This is an optimization exercise on Yosys and OpenROAD, whose aim is small area, not a production implementation.
RTL that was checked went through simulation tests only; none was proved equivalent to the original.
Power and IR-drop figures of this design are not reliable: the tool's default activity estimate is inflated in some of its runs.

==> inputs of run a <==
Design fir_decim_top, start of the top module:
module fir_decim_top(
    input  wire logic                                       clk,
    input  wire logic                                       reset,
    input  wire logic                                       sample_in_rdy,
    input  wire logic signed [fir_decim_pkg::SAMPLE_W-1:0] sample_in_l,
    input  wire logic signed [fir_decim_pkg::SAMPLE_W-1:0] sample_in_r,
    output logic                                            sample_out_rdy,
    output logic      signed [fir_decim_pkg::SAMPLE_W-1:0] sample_out_l,
    output logic      signed [fir_decim_pkg::SAMPLE_W-1:0] sample_out_r,
    output logic                                            overrun,
    output logic                                            init_done
);
clock: 10.0 ns
lec_check: 0
cap_margin: 20
core_margin: 2
core_utilization: 40
cts_buf_list: sky130_fd_sc_hd__clkbuf_16
cts_cluster_diameter: 100
cts_cluster_size: 28
slew_margin: 20
synth_hierarchical: 1
synth_minimum_keep_size: 0
run.sh (not shown) runs the stock make flow with config.mk's settings and CLKGATE_MAP_FILE= SYNTH_SCRIPT=/design/flow/synth_recipe.tcl, a recipe that flattens the netlist after the stock synthesis.
==> run b (differences from run a) <==
--- a/flow/design.v
+++ b/flow/design.v
@@ -562,24 +562,22 @@
     output logic      signed [fir_decim_pkg::SAMPLE_W-1:0] sample_out_r,
     output logic                                            overrun,
     output logic                                            init_done
 );
     localparam int SW  = fir_decim_pkg::SAMPLE_W;
     localparam int SLW = fir_decim_pkg::SEL_W;
     localparam int AW  = 36;    
     localparam int WIN = 40;    
-    localparam int HW  = AW - fir_decim_pkg::OUT_SHIFT;    
     logic [5:0] cnt, cnt_d;      
     logic [2:0] pidx, pidx_d;    
     logic       win, win_d;      
     logic       init_d;
     logic       acc_valid;
     logic       is_wait, accept, win_last, done;
-    logic [1:0] jh, jh_d;        
     assign is_wait  = init_done && (cnt == '0);
     assign accept   = is_wait && sample_in_rdy;
     assign win_last = win && (cnt == 6'd1);
     always_comb begin
         cnt_d  = cnt;
         pidx_d = pidx;
         win_d  = win;
         if (accept) begin
@@ -605,21 +603,16 @@
             pidx      <= pidx_d;
             win       <= win_d;
             init_done <= init_d;
             acc_valid <= win_last;
             overrun   <= sample_in_rdy && !is_wait;
         end
     end
     localparam int QD = 4;
-    logic [AW-1:0]   ring_l [4];
-    logic [AW-1:0]   ring_r [4];
-    logic [AW-1:0]   sum_l, sum_r, rst_l, rst_r;
-    logic [2*SW-1:0] y6;
-    logic            clr, clr_y6;
     logic [2*SW-1:0] q [QD];
     logic [QD-1:0]   qv;           
     logic [QD-1:0]   qmv;          
     logic [2*SW-1:0] xr;
     logic [2:0]      xc, xc_d;     
     logic [2:0]      xp, xp_d;     
     logic            ext, ext_d;   
     logic            late, late_d; 
@@ -657,66 +650,79 @@
             qv <= qmv | (qv & ~qlv);
             xc <= xc_d;
             xp <= xp_d;
             ext  <= ext_d;
             late <= late_d;
         end
     end
     always_ff @(posedge clk) begin
-        if (q_push) q[0][2*SW-1:HW] <= sample_in_l[SW-1:HW-SW];
-        if (q_push || clr_y6) q[0][HW-1:0] <= clr_y6 ? ring_l[3][AW-1:AW-HW] : {sample_in_l[HW-SW-1:0], sample_in_r};
-        if (qmv[1]) q[1][2*SW-1:HW] <= q[0][2*SW-1:HW];
-        if (qmv[1] || clr_y6) q[1][HW-1:0] <= clr_y6 ? ring_r[3][AW-1:AW-HW] : q[0][HW-1:0];
-        for (int i = 2; i < QD - 1; i++) begin
+        if (q_push) q[0] <= {sample_in_l, sample_in_r};
+        for (int i = 1; i < QD; i++) begin
             if (qmv[i]) q[i] <= q[i-1];
         end
-        if (qmv[QD-1] || x_load && xp == 3'd6) q[QD-1] <= qmv[QD-1] ? q[QD-2] : xr;
         if (x_load) xr <= qv[QD-1] ? q[QD-1] : {sample_in_l, sample_in_r};
     end
+    logic [1:0] jh, jh_d;
     assign jh_d = rebase ? jh : jh + 1'b1;
     always_ff @(posedge clk or posedge reset) begin
         if (reset) begin
             jh <= '0;
         end else begin
             jh <= jh_d;
         end
     end
     assign done = (xc != '0) && (xp == 3'd7) && (jh == 2'd0) && !late;
     logic [SLW-1:0] sel;
-    logic [2:0]     tap_j;
-    assign tap_j = {1'b0, jh} + {2'b0, late};
-    assign sel   = (xc != '0 || tap32) ? fir_decim_pkg::fir_coef_sel({tap_j, ~xp}) : '0;
-    assign y6 = q[QD-1];
+    logic           tap_on_d;
+    logic [2:0]     tap_j_d;
+    assign tap_on_d = (xc_d != '0) || (ext_d && late_d && jh_d == 2'd3);
+    assign tap_j_d  = {1'b0, jh_d} + {2'b0, late_d};
+    always_ff @(posedge clk) begin
+        sel <= tap_on_d ? fir_decim_pkg::fir_coef_sel({tap_j_d, ~xp_d}) : '0;
+    end
+    logic [AW-1:0]   ring_l [4];
+    logic [AW-1:0]   ring_r [4];
+    logic [AW-1:0]   sum_l, sum_r, rst_l, rst_r;
+    logic [2*SW-1:0] y6;
+    logic            clr, clr_y6;
+    always_ff @(posedge clk) begin
+        if (x_load && xp == 3'd6) y6 <= xr;
+    end
     assign rst_l = clr_y6 ? {{(AW-SW-1){y6[2*SW-1]}}, y6[2*SW-1:SW], 1'b0} : '0;
     assign rst_r = clr_y6 ? {{(AW-SW-1){y6[SW-1]}},   y6[SW-1:0],    1'b0} : '0;
     dsp_mac u_mac_l (.acc(ring_l[0]), .x(xr[2*SW-1:SW]), .sel(sel), .sum(sum_l));
     dsp_mac u_mac_r (.acc(ring_r[0]), .x(xr[SW-1:0]),    .sel(sel), .sum(sum_r));
     always_ff @(posedge clk) begin
         clr       <= !init_done || done;
         clr_y6    <= done;
         ring_l[0] <= ring_l[1];
         ring_r[0] <= ring_r[1];
         ring_l[1] <= ring_l[2];
         ring_r[1] <= ring_r[2];
         ring_l[2] <= clr ? rst_l : ring_l[3];
         ring_r[2] <= clr ? rst_r : ring_r[3];
         ring_l[3] <= sum_l;
         ring_r[3] <= sum_r;
     end
+    localparam int HW = AW - fir_decim_pkg::OUT_SHIFT;    
     function automatic logic [SW-1:0] sat(input logic [HW-1:0] s);
         if (s[HW-1:SW-1] == '0 || s[HW-1:SW-1] == '1) begin
             sat = s[SW-1:0];
         end else begin
             sat = {s[HW-1], {(SW-1){!s[HW-1]}}};
         end
     endfunction
     logic [HW-1:0] hold_l, hold_r;
-    assign hold_l = q[0][HW-1:0];
-    assign hold_r = q[1][HW-1:0];
+    always_ff @(posedge clk) begin
+        if (done) begin
+            hold_l <= sum_l[AW-1:AW-HW];
+            hold_r <= sum_r[AW-1:AW-HW];
+        end
+    end
     always_ff @(posedge clk or posedge reset) begin
         if (reset) begin
             sample_out_rdy <= 1'b0;
             sample_out_l   <= '0;
             sample_out_r   <= '0;
         end else begin
             sample_out_rdy <= acc_valid;
             sample_out_l   <= acc_valid ? sat(hold_l) : '0;
==> run c (differences from run a) <==
--- a/flow/design.v
+++ b/flow/design.v
@@ -569,17 +569,16 @@
     localparam int WIN = 40;    
     localparam int HW  = AW - fir_decim_pkg::OUT_SHIFT;    
     logic [5:0] cnt, cnt_d;      
     logic [2:0] pidx, pidx_d;    
     logic       win, win_d;      
     logic       init_d;
     logic       acc_valid;
     logic       is_wait, accept, win_last, done;
-    logic [1:0] jh, jh_d;        
     assign is_wait  = init_done && (cnt == '0);
     assign accept   = is_wait && sample_in_rdy;
     assign win_last = win && (cnt == 6'd1);
     always_comb begin
         cnt_d  = cnt;
         pidx_d = pidx;
         win_d  = win;
         if (accept) begin
@@ -605,21 +604,16 @@
             pidx      <= pidx_d;
             win       <= win_d;
             init_done <= init_d;
             acc_valid <= win_last;
             overrun   <= sample_in_rdy && !is_wait;
         end
     end
     localparam int QD = 4;
-    logic [AW-1:0]   ring_l [4];
-    logic [AW-1:0]   ring_r [4];
-    logic [AW-1:0]   sum_l, sum_r, rst_l, rst_r;
-    logic [2*SW-1:0] y6;
-    logic            clr, clr_y6;
     logic [2*SW-1:0] q [QD];
     logic [QD-1:0]   qv;           
     logic [QD-1:0]   qmv;          
     logic [2*SW-1:0] xr;
     logic [2:0]      xc, xc_d;     
     logic [2:0]      xp, xp_d;     
     logic            ext, ext_d;   
     logic            late, late_d; 
@@ -658,39 +652,49 @@
             xc <= xc_d;
             xp <= xp_d;
             ext  <= ext_d;
             late <= late_d;
         end
     end
     always_ff @(posedge clk) begin
         if (q_push) q[0][2*SW-1:HW] <= sample_in_l[SW-1:HW-SW];
-        if (q_push || clr_y6) q[0][HW-1:0] <= clr_y6 ? ring_l[3][AW-1:AW-HW] : {sample_in_l[HW-SW-1:0], sample_in_r};
+        if (q_push || done) q[0][HW-1:0] <= done ? sum_l[AW-1:AW-HW] : {sample_in_l[HW-SW-1:0], sample_in_r};
         if (qmv[1]) q[1][2*SW-1:HW] <= q[0][2*SW-1:HW];
-        if (qmv[1] || clr_y6) q[1][HW-1:0] <= clr_y6 ? ring_r[3][AW-1:AW-HW] : q[0][HW-1:0];
+        if (qmv[1] || done) q[1][HW-1:0] <= done ? sum_r[AW-1:AW-HW] : q[0][HW-1:0];
         for (int i = 2; i < QD - 1; i++) begin
             if (qmv[i]) q[i] <= q[i-1];
         end
         if (qmv[QD-1] || x_load && xp == 3'd6) q[QD-1] <= qmv[QD-1] ? q[QD-2] : xr;
         if (x_load) xr <= qv[QD-1] ? q[QD-1] : {sample_in_l, sample_in_r};
     end
+    logic [1:0] jh, jh_d;
     assign jh_d = rebase ? jh : jh + 1'b1;
     always_ff @(posedge clk or posedge reset) begin
         if (reset) begin
             jh <= '0;
         end else begin
             jh <= jh_d;
         end
     end
     assign done = (xc != '0) && (xp == 3'd7) && (jh == 2'd0) && !late;
     logic [SLW-1:0] sel;
-    logic [2:0]     tap_j;
-    assign tap_j = {1'b0, jh} + {2'b0, late};
-    assign sel   = (xc != '0 || tap32) ? fir_decim_pkg::fir_coef_sel({tap_j, ~xp}) : '0;
+    logic           tap_on_d;
+    logic [2:0]     tap_j_d;
+    assign tap_on_d = (xc_d != '0) || (ext_d && late_d && jh_d == 2'd3);
+    assign tap_j_d  = {1'b0, jh_d} + {2'b0, late_d};
+    always_ff @(posedge clk) begin
+        sel <= tap_on_d ? fir_decim_pkg::fir_coef_sel({tap_j_d, ~xp_d}) : '0;
+    end
+    logic [AW-1:0]   ring_l [4];
+    logic [AW-1:0]   ring_r [4];
+    logic [AW-1:0]   sum_l, sum_r, rst_l, rst_r;
+    logic [2*SW-1:0] y6;
     assign y6 = q[QD-1];
+    logic            clr, clr_y6;
     assign rst_l = clr_y6 ? {{(AW-SW-1){y6[2*SW-1]}}, y6[2*SW-1:SW], 1'b0} : '0;
     assign rst_r = clr_y6 ? {{(AW-SW-1){y6[SW-1]}},   y6[SW-1:0],    1'b0} : '0;
     dsp_mac u_mac_l (.acc(ring_l[0]), .x(xr[2*SW-1:SW]), .sel(sel), .sum(sum_l));
     dsp_mac u_mac_r (.acc(ring_r[0]), .x(xr[SW-1:0]),    .sel(sel), .sum(sum_r));
     always_ff @(posedge clk) begin
         clr       <= !init_done || done;
         clr_y6    <= done;
         ring_l[0] <= ring_l[1];
==> flow/flow/run.sh (new file) <==
#!/bin/bash
# The standard layout (the standard.sh, synthesis included), except that
# the port buffers are the smallest buffer, sky130_fd_sc_hd__buf_1.
# All of make's output (every tool's log) goes to standard.log here; ORFS
# also keeps each step's own log under orfs/logs.
set -euo pipefail
export BUFFER_PORTS_ARGS="-buffer_cell sky130_fd_sc_hd__buf_1"
bash standard.sh > standard.log 2>&1
==> flow/standard.sh (new file) <==
#!/bin/bash
# synth_recipe.tcl (not shown) runs the flow's synth.tcl, then flattens the netlist and writes it again
# the make line also repeats each setting of config.mk as NAME=value (left out here)
make -C /OpenROAD-flow-scripts/flow DESIGN_CONFIG=/design/flow/config.mk WORK_HOME=/design/flow/orfs CLKGATE_MAP_FILE= SYNTH_SCRIPT=/design/flow/synth_recipe.tcl "${@:-finish}"
removed: flow/run.sh
==> notes.md <==
Share of power burned in registers: run b 0.179; run c 0.128; run a 0.084
Synth-to-layout area growth: run b 10.0%; run c 7.91%; run a 13.9%
Register-to-Register Setup Slack: run b 0.52 ns; run c 0.37 ns; run a 0.26 ns
Area of the multi-input gates: run b 15000 sq um; run c 15900 sq um; run a 16200 sq um
Status: run b complete, no violations; run c complete, no violations; run a complete, no violations
Number of cells in the finished layout apart from fillers: run b 3652; run c 3590; run a 3628
Clk pin slew, worst setup/hold paths: run b 0.12 ns; run c 0.11 ns; run a 0.10 ns
Detailed route wirelength on metal3: run b 4380 microns; run c 5850 microns; run a 6020 microns
Ratio of routed vias to standard cells: run b 5.35; run c 5.66; run a 5.62
Number of logic inverters in the finished layout: run b 191; run c 188; run a 184
Combinational power: run b 26.0 mW; run c 28.2 mW; run a 47.3 mW
Clock network area share: run b 0.0346; run c 0.0233; run a 0.0251
Post-CTS Resized: run b 0; run c 0; run a 9
Setup Fix Bufs, Post-CTS: run b 0; run c 0; run a 3
Filler cells: run b 7198; run c 7131; run a 6898
Final Total Pwr: run b 33.7 mW; run c 33.8 mW; run a 53.0 mW
Mapped Area: run b 32000 sq um; run c 30600 sq um; run a 29900 sq um
Post-synthesis async set-or-reset flop share: run b 0.100; run c 0.114; run a 0.120
Number of enable-type register cells in the synthesized netlist: run b 256; run c 180; run a 180
No functional check of the RTL was part of run a and run b.

port drivers added, routing unchanged:
Ports are ideal in the flow. The routed layouts listed here were re-timed in OpenROAD. Step 1 sets driving cells, clkbuf_16 on the clock port and buf_2 on the other inputs (assumed; they add their load-dependent delay and slew). Step 2, shift: input delay + t, output delay - t, t = (earliest + latest rising clock arrival at the registers) / 2. This alone moves slack from input paths to output paths. Three values: ideal ports, drivers, drivers and shift; two values: the first two.
run | t, ns | setup slack, ns | worst register clock-pin slew, ns
run a | 0.652 | 0.264 / 0.264 / 0.264 | 0.11 / 0.11
run b | 0.644 | 0.520 / 0.520 / 0.520 | 0.12 / 0.12
run c | 0.685 | 0.368 / 0.368 / 0.368 | 0.12 / 0.12
After both steps every run listed still meets setup and hold.
